Context: an optimization exercise on an open-source flow, tuned for small area and a short achievable clock period. The choices shown serve that exercise and are no tape-out recipe. In this exercise RTL edits were held to simulation tests only and were not proved equivalent to the original.

== P ==
## xgmii2axis_rx
module xgmii2axis_rx (
    input  logic        clk,
    input  logic        inv_aresetn,
    input  logic [63:0] xgmii_d_i,
    input  logic [7:0]  xgmii_c_i,
    output logic [63:0] m_axis_tdata_o,
    output logic [7:0]  m_axis_tkeep_o,
    output logic        m_axis_tvalid_o,
    output logic        m_axis_tlast_o,
    output logic        m_axis_tuser_o,
    output logic [31:0] good_frames_o,
    output logic [31:0] bad_frames_o
);
    function automatic logic [31:0] residue_at(input logic [2:0] lane);
        case (lane)
            3'd0: residue_at = 32'h842A3990;
            3'd1: residue_at = 32'h94784E13;
            3'd2: residue_at = 32'h1C759789;
            3'd3: residue_at = 32'h19F6EB51;
            3'd4: residue_at = 32'h9ADD2096;
            3'd5: residue_at = 32'h62932081;
            3'd6: residue_at = 32'h4E3D5E5C;
            default: residue_at = 32'h39DD08E2;
        endcase
    endfunction
    function automatic logic [7:0] last_keep(input logic [2:0] lane);
        case (lane)
  ...
==> flow/config.mk <==
export PLATFORM = sky130hd
export DESIGN_NAME = xgmii2axis_rx
export DESIGN_NICKNAME = xgmii2axis_rx
export VERILOG_FILES = /design/flow/design.v
export SDC_FILE = /design/flow/constraint.sdc
export NUM_CORES = 4
export LEC_CHECK = 0
export CAP_MARGIN = 20
export CORE_MARGIN = 2
export CORE_UTILIZATION = 40
export CTS_CLUSTER_DIAMETER = 90
export CTS_CLUSTER_SIZE = 24
export SLEW_MARGIN = 20
export SYNTH_HIERARCHICAL = 1
==> flow/constraint.sdc <==
create_clock -name core_clock -period 15.0 [get_ports {clk}]
set_input_delay 3.0000 -clock core_clock [delete_from_list [all_inputs] [get_ports {clk}]]
set_output_delay 3.0000 -clock core_clock [all_outputs]
set_load 0.01 [all_outputs]
standard.sh (not shown) runs the stock make flow with config.mk's settings and CLKGATE_MAP_FILE= SYNTH_SCRIPT=/design/flow/synth_recipe.tcl, a recipe that flattens the netlist after the stock synthesis.
==> flow/flow/run.sh <==
#!/bin/bash
# The standard layout, with plain buffers (not delay cells) on the ports, and timing repair
# aimed at a 4.08 ns period (setup margin 10.92 ns on the 15 ns clock)
set -euo pipefail
bash standard.sh "BUFFER_PORTS_ARGS=-buffer_cell sky130_fd_sc_hd__buf_1" SETUP_SLACK_MARGIN=10.92 finish > layout.log 2>&1
For Q, these inputs were changed with respect to P:
==> flow/flow/run.sh <==
#!/bin/bash
# The standard layout, with plain buffers (not delay cells) on the ports, and timing repair
# aimed at a 4.0 ns period (setup margin 11 ns on the 15 ns clock)
set -euo pipefail
bash standard.sh "BUFFER_PORTS_ARGS=-buffer_cell sky130_fd_sc_hd__buf_1" SETUP_SLACK_MARGIN=11 finish > layout.log 2>&1
On Q: routed length on met1 is about 0.8% higher than what P gave. In Q, the data-path buffer share of cell area in the final layout came out 5.4 points above the value in P. [compare] base=P new=Q: first-pass GRT wire length saw an increase. Of P and Q, Q shows the higher number of DRC markers in iteration 0, with P below it. In the flow results for P and Q, the number of fill cells in the layout is larger on P.

========
build 12:
xgmii2axis_rx, a different RTL version from the one above (not shown whole).
Size: about 1200 cells after synthesis, about 260 flip-flops, about 210 I/O pins.
## xgmii2axis_rx
module xgmii2axis_rx (
    input  logic        clk,
    input  logic        inv_aresetn,
    input  logic [63:0] xgmii_d_i,
    input  logic [7:0]  xgmii_c_i,
    output logic [63:0] m_axis_tdata_o,
    output logic [7:0]  m_axis_tkeep_o,
    output logic        m_axis_tvalid_o,
    output logic        m_axis_tlast_o,
    output logic        m_axis_tuser_o,
    output logic [31:0] good_frames_o,
    output logic [31:0] bad_frames_o
);
    function automatic logic [7:0] last_keep(input logic [2:0] lane);
        case (lane)
            3'd0: last_keep = 8'h0F;
            3'd1: last_keep = 8'h1F;
            3'd2: last_keep = 8'h3F;
            3'd3: last_keep = 8'h7F;
            3'd4: last_keep = 8'hFF;
            3'd5: last_keep = 8'h01;
            3'd6: last_keep = 8'h03;
            default: last_keep = 8'h07;
        endcase
    endfunction
    logic        x_start, x_data, x_beat;
    logic [7:0]  x_term_at;
    logic [63:0] held_q;
    logic        h_start0_q, h_data_q, h_start;
    logic [7:0]  h_term_at_q;
    logic        first_q, data_q;
    logic        h_frame, h_tail, h_end;
    logic [31:0] crc_q;
    logic [31:0] crc_next;
    logic        crc_ok;
    logic [7:0]  end_keep;
    logic        end_q;
    logic [7:0]  end_term_at_q;
    logic [63:0] tdata_q;
    logic [7:0]  tkeep_q;
    logic        tvalid_q, tlast_q, tuser_q;
    logic [31:0] good_q, bad_q;
    logic [63:0] ctrl_mask;
    always_comb begin
        ctrl_mask[7:0] = 8'h00;
  ...
export LEC_CHECK = 0
export CAP_MARGIN = 5
export CORE_MARGIN = 2
export CORE_UTILIZATION = 40
export CTS_CLUSTER_DIAMETER = 120
export CTS_CLUSTER_SIZE = 30
export SLEW_MARGIN = 5
export SYNTH_HIERARCHICAL = 1
create_clock -name core_clock -period 15.0 [get_ports {clk}]
==> flow/flow/run.sh <==
#!/bin/bash
# The standard layout, with plain buffers (not delay cells) on the ports, and timing repair
# aimed at a 4.08 ns period (setup margin 10.92 ns on the 15 ns clock)
set -euo pipefail
bash standard.sh "BUFFER_PORTS_ARGS=-buffer_cell sky130_fd_sc_hd__buf_1" SETUP_SLACK_MARGIN=10.92 finish > layout.log 2>&1
What build 55 does differently from build 12 at the input level:
Settings: changing SLEW_MARGIN from 5 to 20; changing CAP_MARGIN from 5 to 20.
==> flow/flow/run.sh <==
#!/bin/bash
# The standard layout, with plain buffers (not delay cells) on the ports, timing repair aimed at
# a 4.08 ns period (setup margin 10.92 ns on the 15 ns clock), and one static layer in CTS
set -euo pipefail
bash standard.sh "BUFFER_PORTS_ARGS=-buffer_cell sky130_fd_sc_hd__buf_1" SETUP_SLACK_MARGIN=10.92 \
  "CTS_ARGS=-sink_clustering_enable -repair_clock_nets -sink_clustering_size 30 -sink_clustering_max_diameter 120 -num_static_layers 1" \
  finish > layout.log 2>&1
==> comparison <==
- Build 55 reached the end of the flow, and the finished layout is clean on the timing, DRC and antenna checks.
- Routed wire length of build 12 is on par with build 55.
- Looking at build 55 and build 12, the utilization is a wash.
- Looking at actual transition at the worst max-transition pin across build 55 and build 12, the one that comes out lower is build 55.
[inputs] build 75 vs build 55
==> flow/flow/run.sh <==
#!/bin/bash
# The standard layout, with plain buffers (not delay cells) on the ports, and timing repair
# aimed at a 4.05 ns period (setup margin 10.95 ns on the 15 ns clock)
set -euo pipefail
bash standard.sh "BUFFER_PORTS_ARGS=-buffer_cell sky130_fd_sc_hd__buf_1" SETUP_SLACK_MARGIN=10.95 finish > layout.log 2>&1
==> comparison <==
- The final period demand of the worst path on build 75 is in line with that on build 55.
- From build 55 to build 75 the numbers moved as follows: ratio of final minimum period to clock period now sits at about the same level, non-clock buffer count picked up an extra 34.
--- input diff build 75..build 31 ---
==> flow/flow/run.sh <==
#!/bin/bash
# The standard layout, with plain buffers (not delay cells) on the ports, timing repair aimed at
# a 4.08 ns period (setup margin 10.92 ns on the 15 ns clock), and one level of sink clustering in CTS
set -euo pipefail
bash standard.sh "BUFFER_PORTS_ARGS=-buffer_cell sky130_fd_sc_hd__buf_1" SETUP_SLACK_MARGIN=10.92 \
  "CTS_ARGS=-sink_clustering_enable -repair_clock_nets -sink_clustering_size 30 -sink_clustering_max_diameter 120 -sink_clustering_levels 1" \
  finish > layout.log 2>&1
## What came out
Re area taken by flip-flops and latches: build 31 and build 75 aren't equal, and the lower value belongs to build 31.
Maximum clock frequency: build 75 vs build 31 — no meaningful difference
Looking at build 31 and build 75, the worst setup slack is a wash.
[compare] base=build 75 new=build 31: total number of vias shrank by 1.6%.
Compared build 75 against build 31; summed instance area of the synthesized netlist within noise.
Summary of build 31 over build 75: share of cells above drive strength 1 saw a decrease, delay of the slowest cell on the worst path saw little to no change.
Against build 75, the final cell area of build 31 is lower.
| via density per instance | build 75 vs build 31 | ≈ equal |

========
build 94:
xgmii2axis_rx, a different RTL version from the one above (not shown whole).
Size: roughly 1300 cells after synthesis, ~260 flip-flops.
==> flow/design.v (excerpt) <==
module xgmii2axis_rx (
    input  logic        clk,
    input  logic        inv_aresetn,
    input  logic [63:0] xgmii_d_i,
    input  logic [7:0]  xgmii_c_i,
    output logic [63:0] m_axis_tdata_o,
    output logic [7:0]  m_axis_tkeep_o,
    output logic        m_axis_tvalid_o,
    output logic        m_axis_tlast_o,
    output logic        m_axis_tuser_o,
    output logic [31:0] good_frames_o,
    output logic [31:0] bad_frames_o
);
export LEC_CHECK = 0
export CAP_MARGIN = 20
export CORE_MARGIN = 2
export CORE_UTILIZATION = 40
export CTS_CLUSTER_DIAMETER = 120
export CTS_CLUSTER_SIZE = 30
export SLEW_MARGIN = 20
export SYNTH_HIERARCHICAL = 1
create_clock -name core_clock -period 15.0 [get_ports {clk}]
==> flow/flow/run.sh <==
#!/bin/bash
# The standard layout, with plain buffers (not delay cells) on the ports, and timing repair
# aimed at a 4.12 ns period (setup margin 10.88 ns on the 15 ns clock)
set -euo pipefail
bash standard.sh "BUFFER_PORTS_ARGS=-buffer_cell sky130_fd_sc_hd__buf_1" SETUP_SLACK_MARGIN=10.88 finish > layout.log 2>&1
### build 94 -> build 18
Settings: a change of CAP_MARGIN from 20 to 5; a change of SLEW_MARGIN from 20 to 5.
==> flow/flow/run.sh <==
#!/bin/bash
# The standard layout, with plain buffers (not delay cells) on the ports, and timing repair
# aimed at a 4.08 ns period (setup margin 10.92 ns on the 15 ns clock)
set -euo pipefail
bash standard.sh "BUFFER_PORTS_ARGS=-buffer_cell sky130_fd_sc_hd__buf_1" SETUP_SLACK_MARGIN=10.92 finish > layout.log 2>&1
Summed negative setup slack over all endpoints: build 18 vs build 94, no meaningful difference. Build 18 improves on build 94 in setup slack. Build 94 ended up with good_frames_o[6] as its capture point of the critical path; build 18 ended up with m_axis_tdata_o[32]. Lower synthesis-to-layout area growth among build 94 and build 18: build 94. Summary of the comparison: cell area is higher in build 18, relative to build 94. Compared with build 94, in build 18 non-clock buffer count dropped about 0.9%, sequential cell area share grew by 0.15 points, clock-buffer cell count now larger. Density: build 18 denser than build 94. [build 18] maximum fanout count along the critical path fell 4 relative to build 94. Going from build 94 to build 18, the met3 capacity usage during global routing was found to have gone up by 0.45 points. Every stage of the flow completed for build 18, and the final layout passed the timing, DRC and antenna checks.
Setup changes, build 18 to build 71
Settings: SLEW_MARGIN: 5 -> 20; CAP_MARGIN: 5 -> 20; GPL_TIMING_DRIVEN: unset -> 0.
### Flow results
- Taking build 18 as the reference, in build 71 time the worst path needs with I/O delays and setup saw an increase, utilization saw an increase.
- Looking at highest cell delay on the worst timing path across build 18 and build 71, the one that comes out higher is build 71.
- In the tables for build 18 and build 71, count of plain and timing-repair buffers in the layout reads higher with build 71.
[inputs] build 72 vs build 71
Settings: CTS_CLUSTER_SIZE: 30 -> 24; CTS_CLUSTER_DIAMETER: 120 -> 90; GPL_TIMING_DRIVEN: 0 -> unset.
==> flow/flow/run.sh <==
#!/bin/bash
# The standard layout, with plain buffers (not delay cells) on the ports, and timing repair
# aimed at a 4.2 ns period (setup margin 10.8 ns on the 15 ns clock)
set -euo pipefail
bash standard.sh "BUFFER_PORTS_ARGS=-buffer_cell sky130_fd_sc_hd__buf_1" SETUP_SLACK_MARGIN=10.8 finish > layout.log 2>&1
==> results.txt <==
Compared with build 71, build 72 shows total stage count of the critical path lower by 3.
Sort build 72 and build 71 by clock transition at the registers of the reported paths, descending, and build 71 comes first.
Build 72 against build 71; buffer count excluding the clock tree in the final layout is down by more than 10%.
Minimum setup slack in the final design in build 72 is 0.053 ns lower than in build 71
Share of the core filled with cells in the final layout | build 72 below build 71
Looking at worst hold slack across build 72 and build 71, the one that comes out lower is build 72.
Build 71 -> build 72: filler-free cell count of the finished design decreased slightly
Build 72 vs build 71, relative slew slack went up by 8.3 points.
Re non-clock inverter count in the final layout: no difference whatsoever between build 71 and build 72.
What build 32 does differently from build 72 at the input level:
Settings: a change of CTS_CLUSTER_SIZE from 24 to 30; a change of CTS_CLUSTER_DIAMETER from 90 to 120.
==> flow/flow/run.sh <==
#!/bin/bash
# The standard layout, with plain buffers (not delay cells) on the ports, and timing repair
# aimed at a 4.08 ns period (setup margin 10.92 ns on the 15 ns clock)
set -euo pipefail
bash standard.sh "BUFFER_PORTS_ARGS=-buffer_cell sky130_fd_sc_hd__buf_1" SETUP_SLACK_MARGIN=10.92 finish > layout.log 2>&1
[summary]
Compared to build 72, the routing of build 32 uses less wire.
Build 32 against build 72: signed area change from the synthesized netlist to the final layout went up by 0.82 points; total of cells resized after clock tree synthesis went up by 74; worst setup margin grew by 0.069 ns.
Changes observed in build 32 relative to build 72: post-placement cell count essentially unchanged.
Compare build 72 and build 32 | first-iteration DRC count lower: build 32
## Diff of input files: build 35 against build 32
Settings: CTS_CLUSTER_SIZE: 30 -> 18; CTS_CLUSTER_DIAMETER: 120 -> 60.
Results
Summary of build 35 over build 32: via count of the first global-routing pass has increased; number of well-tap cells placed closely matched the old numbers; met1 usage shows no meaningful change.
Setup slack came out lower on build 35 than on build 32.
Summary: with build 32 as the reference, via-per-instance ratio in build 35 moved down slightly.

========
xgmii2axis_rx with an RTL version that a note above also has.
Size: about 13000 um2 of cells after synthesis.
Settings: LEC_CHECK=0, CAP_MARGIN=20, CORE_MARGIN=2, CORE_UTILIZATION=40, CTS_CLUSTER_DIAMETER=120, CTS_CLUSTER_SIZE=30, SLEW_MARGIN=20, SYNTH_HIERARCHICAL=1; clock period 15.0 ns.
==> flow/flow/run.sh <==
#!/bin/bash
# The standard layout, with plain buffers (not delay cells) on the ports, and timing repair
# aimed at a 4.08 ns period (setup margin 10.92 ns on the 15 ns clock)
set -euo pipefail
bash standard.sh "BUFFER_PORTS_ARGS=-buffer_cell sky130_fd_sc_hd__buf_1" SETUP_SLACK_MARGIN=10.92 finish > layout.log 2>&1
==> next run, changes <==
==> flow/flow/run.sh (replaced) <==
#!/bin/bash
# The standard layout, with plain buffers (not delay cells) on the ports, and timing repair
# aimed at a 4.12 ns period (setup margin 10.88 ns on the 15 ns clock)
set -euo pipefail
bash standard.sh "BUFFER_PORTS_ARGS=-buffer_cell sky130_fd_sc_hd__buf_1" SETUP_SLACK_MARGIN=10.88 finish > layout.log 2>&1
CTS_CLUSTER_DIAMETER = 110   (was 120)
CTS_CLUSTER_SIZE = 32   (was 30)
Effect:
- final cell count hardly moves
- final area is lower by 1.1%
- via count is lower by 1.4%
- utilization is lower by 0.53 points
- setup slack loses 0.012 ns
- worst hold slack stays flat
- routed wire length is lower by 1.2%
- area after synthesis does not change
- non-clock buffer count is unchanged
==> next run, changes <==
==> flow/flow/run.sh (replaced) <==
#!/bin/bash
# The standard layout, with plain buffers (not delay cells) on the ports, and timing repair
# aimed at a 4.16 ns period (setup margin 10.84 ns on the 15 ns clock)
set -euo pipefail
bash standard.sh "BUFFER_PORTS_ARGS=-buffer_cell sky130_fd_sc_hd__buf_1" SETUP_SLACK_MARGIN=10.84 finish > layout.log 2>&1
CTS_CLUSTER_DIAMETER = 120   (was 110)
CTS_CLUSTER_SIZE = 30   (was 32)
Final cell count barely changes. Cell area came out lower slightly. Die area is unchanged. Clock skew stays flat. Area after synthesis does not change. Wire length climbs slightly. Via count went down slightly.
==> next run, changes <==
==> flow/flow/run.sh (replaced) <==
#!/bin/bash
# The standard layout, with plain buffers (not delay cells) on the ports, and timing repair
# aimed at a 4.12 ns period (setup margin 10.88 ns on the 15 ns clock)
set -euo pipefail
bash standard.sh "BUFFER_PORTS_ARGS=-buffer_cell sky130_fd_sc_hd__buf_1" SETUP_SLACK_MARGIN=10.88 finish > layout.log 2>&1
CTS_CLUSTER_SIZE = 28   (was 30)
Result: Fmax hardly moves. Utilization grows by 0.31 points. Wire length shrinks slightly. Setup slack gains 0.0063 ns.
==> next run, changes <==
CTS_CLUSTER_SIZE = 30   (was 28)
Clock skew decreases by 0.020 ns; flip-flop and latch count stays the same.

## what the ideal ports hide
The results above use ideal ports. As a check the final layouts listed here were re-extracted and re-timed, cells and wires unchanged.
Step 1, drivers: a clkbuf_16 drives clk and a buf_2 each remaining input, both assumed.
Step 2 adds t to the input delays and takes it off the output delays; t is the mean of the earliest and latest rising clock arrival at the registers after step 1. Input paths then give back, and output paths get back, about the clock's delay inside the block.
Slacks: ideal ports / drivers / drivers and shift; pairs: ideal ports / drivers.
run | t, ns | setup WS [ns] | worst hold slack (ns)
P | 0.548 | 10.927 / 10.877 / 10.490 | 0.329 / 0.329 / 0.329
Q | 0.548 | 10.927 / 10.877 / 10.519 | 0.331 / 0.331 / 0.331
build 12 | 0.540 | 10.922 / 10.871 / 10.402 | 0.340 / 0.340 / 0.340
build 55 | 0.534 | 10.923 / 10.878 / 10.417 | 0.337 / 0.337 / 0.337
build 75 | 0.538 | 10.924 / 10.874 / 10.459 | 0.339 / 0.339 / 0.339
build 31 | 0.540 | 10.922 / 10.871 / 10.402 | 0.340 / 0.340 / 0.340
build 94 | 0.532 | 10.924 / 10.875 / 10.413 | 0.340 / 0.340 / 0.340
build 18 | 0.530 | 10.939 / 10.888 / 10.457 | 0.342 / 0.342 / 0.342
build 71 | 0.532 | 10.924 / 10.880 / 10.420 | 0.335 / 0.335 / 0.335
build 72 | 0.538 | 10.871 / 10.821 / 10.344 | 0.322 / 0.322 / 0.322
build 32 | 0.530 | 10.939 / 10.888 / 10.457 | 0.342 / 0.342 / 0.342
build 35 | 0.573 | 10.909 / 10.857 / 10.422 | 0.333 / 0.333 / 0.333
the first run of note 4 | 0.540 | 10.922 / 10.871 / 10.402 | 0.340 / 0.340 / 0.340
the second run of note 4 | 0.535 | 10.910 / 10.861 / 10.427 | 0.341 / 0.341 / 0.341
the third run of note 4 | 0.532 | 10.882 / 10.832 / 10.427 | 0.330 / 0.330 / 0.330
the fourth run of note 4 | 0.541 | 10.888 / 10.863 / 10.377 | 0.333 / 0.333 / 0.333
the fifth run of note 4 | 0.531 | 10.918 / 10.871 / 10.427 | 0.342 / 0.342 / 0.342
After both steps every run listed still meets setup and hold. For build 72, which loses most, drivers alone change the setup slack by -0.050 ns; drivers and shift together by -0.527 ns.
